Source: an optimization exercise on an open RTL-to-GDS flow (aim: small area). Production flows keep margins and buffers that such runs may drop. Only simulation tests tie the RTL to the original design; equivalence was not proved. Power figures rest on the tool's default switching activity, not on a simulated workload. The clock port is modelled as an ideal driver; clocking choices that lean on that would not hold on a real chip.

## run A
==> flow/design.v (excerpt) <==
module pulse_timing_top
(
   input  logic       clk_pll,
   input  logic       resetn,
   input  logic       host_valid,
   input  logic [35:0] host_wr,
   output logic       host_ready,
   input  logic       pump,
   output logic [17:0] pulse
);
Size in the first run: about 3300 cells after synthesis, ~59 I/O pins, ~0.061 mm² of cells after synthesis.
export LEC_CHECK = 0
export CAP_MARGIN = 20
export CORE_MARGIN = 2
export CORE_UTILIZATION = 40
export SLEW_MARGIN = 20
create_clock -name core_clock -period 6.0 [get_ports {clk_pll}]
run.sh (not shown) runs the stock make flow with config.mk's settings and CLKGATE_MAP_FILE= SYNTH_SCRIPT=/design/flow/synth_recipe.tcl, a recipe that flattens the netlist after the stock synthesis.
Here is what was changed in the inputs of run B compared with run A.
- an added CTS_BUF_LIST of sky130_fd_sc_hd__clkbuf_4 sky130_fd_sc_hd__clkbuf_8
- a change of CORE_UTILIZATION from 40 to 65
==> comparison <==
Between run B and run A, the depth of the CTS H-tree does not differ in any meaningful way. Hold slack in run B is 0.0085 ns higher than in run A. Taking run A as the reference, in run B number of global-route vias before repair rose 2334; total wire length about even; synthesized area about even.
Inputs modified between run B and run C:
- setting CTS_CLUSTER_DIAMETER to 80 for the first time
- setting CTS_CLUSTER_SIZE to 25 for the first time
- changing CORE_UTILIZATION from 65 to 40
- removing CTS_BUF_LIST (formerly sky130_fd_sc_hd__clkbuf_4 sky130_fd_sc_hd__clkbuf_8)
## What came out
Taking run B as the reference, in run C highest attainable clock frequency rose about 1.4%; clock latency on the worst-skew pair decreased by 0.20 ns relative to the old numbers; average vias per placed instance shows a reduction of 14%; final wirelength lower. Run C reports its start point of the critical path as i_seq.cur[184]$_DFFE_PP_ while run B reports i_seq.cur[183]$_DFFE_PP_. Against run B, worst setup slack in run C came out better. Run C ends up with a worst-case headroom to the max-slew limit that is 2.9 points lower than in run B. Per the comparison of run C with run B, proportion of register bits with asynchronous set or reset after synthesis about even; final instance area fell about 2.6%; met1 track demand over resource fell 18 points; total power after layout fell 3.4 mW.
Edits applied to the flow inputs when going from run C to run D:
- swapping 40 for 60 in CORE_UTILIZATION
- swapping 80 for 60 in CTS_CLUSTER_DIAMETER
- swapping 25 for 30 in CTS_CLUSTER_SIZE
Results
| clock skew | run D vs run C | better |
Compared with run C, in run D overall power shows an increase of 8.7%; register-to-register slack shows an increase of 0.03 ns; power share of the sequential group shows a reduction of 4.2 points; combinational fraction of design power shows a reduction of 1.9 points; global-route usage shows an increase of 9.2 points.
Cmp run D and run C / final area / higher: run D

Setup of before:
Another version of the RTL of pulse_timing_top (not shown whole).
Size: about 4600 cells after synthesis, roughly 1600 flip-flops, about 59 I/O pins, ~57000 um^2 of cells after synthesis.
// pulse_timing_top
module pulse_timing_top
(
   input  logic       clk_pll,
   input  logic       resetn,
   input  logic       host_valid,
   input  logic [35:0] host_wr,
   output logic       host_ready,
   input  logic       pump,
   output logic [17:0] pulse
);
   logic          commit;
   pulse_pkg::pulse_timing_t shadow;
   logic [2:0]    used;
   logic          avail_next;
   logic          head_pz;
   logic [3:0]    rd_oh_next;
   pulse_pkg::pulse_timing_t mem0, mem1, mem2, mem3;
   logic [3:0]    rd_oh;
   logic          pop;
   timing_loader i_loader (
      .clk_pll    (clk_pll),
      .resetn     (resetn),
      .host_valid (host_valid),
      .host_wr    (host_wr),
      .host_ready (host_ready),
      .commit     (commit),
      .shadow     (shadow),
      .used       (used)
   );
   timing_fifo #(
      .WIDTH ($bits(shadow))
   ) i_fifo (
      .clk_pll (clk_pll),
      .resetn  (resetn),
  ...
Settings: LEC_CHECK=0, CAP_MARGIN=20, CORE_MARGIN=2, CORE_UTILIZATION=40, CTS_CLUSTER_DIAMETER=100, CTS_CLUSTER_SIZE=30, SLEW_MARGIN=20; clock period 6.0 ns.
standard.sh (not shown) runs the stock make flow with config.mk's settings and CLKGATE_MAP_FILE= SYNTH_SCRIPT=/design/flow/synth_recipe.tcl, a recipe that flattens the netlist after the stock synthesis.
==> flow/flow/run.sh <==
#!/bin/bash
# The standard layout (standard.sh: the standard flow's synthesis and ORFS steps) with
# three changes: the port buffers are the smallest buffer; floorplan removes
# synthesis buffers instead of sizing gates up against unbuffered nets; clock
# tree synthesis clusters up to 28 flip-flops per leaf buffer without dummy
# loads. The make output goes to flow_make.log; ORFS keeps each step's log
# under orfs/logs/.
set -euo pipefail
export BUFFER_PORTS_ARGS="-buffer_cell sky130_fd_sc_hd__buf_1"
export REMOVE_ABC_BUFFERS=1
export CTS_ARGS="-sink_clustering_enable -repair_clock_nets -sink_clustering_size 28 -sink_clustering_max_diameter 80 -dont_use_dummy_load"
bash standard.sh > flow_make.log 2>&1
diff inputs: before => after
==> flow/flow/run.sh <==
#!/bin/bash
# The standard layout (standard.sh: the standard flow's synthesis and ORFS steps) with
# three changes: the port buffers are the smallest buffer; floorplan removes
# synthesis buffers instead of sizing gates up against unbuffered nets; clock
# tree synthesis clusters up to 26 flip-flops per leaf buffer without dummy
# loads. The make output goes to flow_make.log; ORFS keeps each step's log
# under orfs/logs/.
set -euo pipefail
export BUFFER_PORTS_ARGS="-buffer_cell sky130_fd_sc_hd__buf_1"
export REMOVE_ABC_BUFFERS=1
export CTS_ARGS="-sink_clustering_enable -repair_clock_nets -sink_clustering_size 26 -sink_clustering_max_diameter 100 -dont_use_dummy_load"
bash standard.sh > flow_make.log 2>&1
Notes after the runs:
Comparing after with before, the wire length of the first global-routing pass came out essentially unchanged.
Row worst hold margin: after higher / before lower
Compared with before, after shows setup clock skew after layout lower by 3.6 ps.
Min power across before and after: before
From before to after the numbers moved as follows: final instance area barely changed, wire length barely changed, final clock period utilization by the worst path climbed 0.27 points.
Any difference in hold-critical path depth between after and before is small enough to ignore.

Setup of the previous run:
Another version of the RTL of pulse_timing_top (not shown whole).
Size in the first run: ~1600 flip-flops, ~59 I/O pins.
==> flow/config.mk <==
export PLATFORM = sky130hd
export DESIGN_NAME = pulse_timing_top
export DESIGN_NICKNAME = pulse_timing_top
export VERILOG_FILES = /design/flow/design.v
export SDC_FILE = /design/flow/constraint.sdc
export NUM_CORES = 4
export LEC_CHECK = 0
export CAP_MARGIN = 20
export CORE_MARGIN = 2
export CORE_UTILIZATION = 40
export CTS_CLUSTER_DIAMETER = 100
export CTS_CLUSTER_SIZE = 30
export SLEW_MARGIN = 20
==> flow/constraint.sdc <==
create_clock -name core_clock -period 6.0 [get_ports {clk_pll}]
set_input_delay 1.2000 -clock core_clock [delete_from_list [all_inputs] [get_ports {clk_pll}]]
set_output_delay 1.2000 -clock core_clock [all_outputs]
set_load 0.01 [all_outputs]
run.sh (not shown) runs the stock make flow with config.mk's settings and CLKGATE_MAP_FILE= SYNTH_SCRIPT=/design/flow/synth_recipe.tcl, a recipe that flattens the netlist after the stock synthesis.
Stock flow here: none of the scripts above is used.
The previous run reached the final stage; the timing, design-rule and antenna checks on its layout passed.
For the current run, these inputs were changed with respect to the previous run:
==> flow/flow/run.sh (new file) <==
#!/bin/bash
# The standard layout (standard.sh: the standard flow's synthesis and ORFS steps) with two
# changes: the port buffers are the smallest buffer, and clock tree synthesis
# clusters up to 30 flip-flops per leaf buffer without dummy loads.
# The make output goes to flow_make.log; ORFS keeps each step's log under
# orfs/logs/.
set -euo pipefail
export BUFFER_PORTS_ARGS="-buffer_cell sky130_fd_sc_hd__buf_1"
export CTS_ARGS="-sink_clustering_enable -repair_clock_nets -sink_clustering_size 30 -sink_clustering_max_diameter 100 -dont_use_dummy_load"
bash standard.sh > flow_make.log 2>&1
==> flow/standard.sh (new file) <==
#!/bin/bash
# synth_recipe.tcl (not shown) runs the flow's synth.tcl, then flattens the netlist and writes it again
# the make line also repeats each setting of config.mk as NAME=value (left out here)
make -C /OpenROAD-flow-scripts/flow DESIGN_CONFIG=/design/flow/config.mk WORK_HOME=/design/flow/orfs CLKGATE_MAP_FILE= SYNTH_SCRIPT=/design/flow/synth_recipe.tcl "${@:-finish}"
removed: flow/run.sh
Findings:
The switching power of the current run falls short of that of the previous run by 1.4%.
In summary, the previous run completed successfully, with a layout that passed the timing, design-rule and antenna checks.
The current run finished every stage and its layout cleared the timing, design-rule and antenna checks.
Core utilization: the previous run and the current run compared, higher one is the previous run
Sort the previous run and the current run by maximum cell stage delay along the critical path desc -> top: the current run
The current run vs the previous run, routed wire length on met2 went down by 1.0%.
[compare] base=the previous run new=the current run: average via count per standard cell increased by about 0.43% relative to the old numbers, global-route wire length before repair now sits lower, share of the final layout cell area in sequential cells went up by 0.68 points, global routing usage on met1 shrank by 0.44 points.
Lower multi-input logic portion of the cell area among the previous run and the current run: the previous run
Relative slew slack: the current run vs the previous run down 2.2 points
Compared the previous run against the current run; hold path depth within noise.

re-timing with driven ports:
In the flow no input, the clock included, has a driving cell. The finished layouts below were timed again as built, in two steps.
Step 1 assumes that a clkbuf_16 drives the clock port and a buf_2 every other input.
Step 2 also shifts input and output timing later by t, the mid clock arrival at the registers, as if the neighbouring blocks saw the same clock.
Three values: ideal, step 1, step 2; two values: the first two.
| run | t (ns) | slack for setup (ns) | latest minus earliest clock arrival (ns) |
|---|---|---|---|
| run A | 0.829 | 0.485 / 0.485 / 0.485 | 0.040 / 0.039 |
| run B | 0.956 | 0.370 / 0.370 / 0.370 | 0.066 / 0.066 |
| run C | 0.756 | 0.449 / 0.449 / 0.449 | 0.049 / 0.049 |
| run D | 0.766 | 0.480 / 0.480 / 0.480 | 0.051 / 0.051 |
| before | 0.758 | 2.434 / 2.406 / 2.294 | 0.067 / 0.067 |
| after | 0.783 | 2.418 / 2.368 / 2.283 | 0.070 / 0.070 |
| the previous run | 0.800 | 1.764 / 1.731 / 1.601 | 0.059 / 0.059 |
| the current run | 0.774 | 1.702 / 1.702 / 1.702 | 0.107 / 0.107 |
After both steps every run listed still meets setup and hold. For the previous run, which loses most, drivers alone change the setup slack by -0.033 ns; drivers and shift together by -0.163 ns.
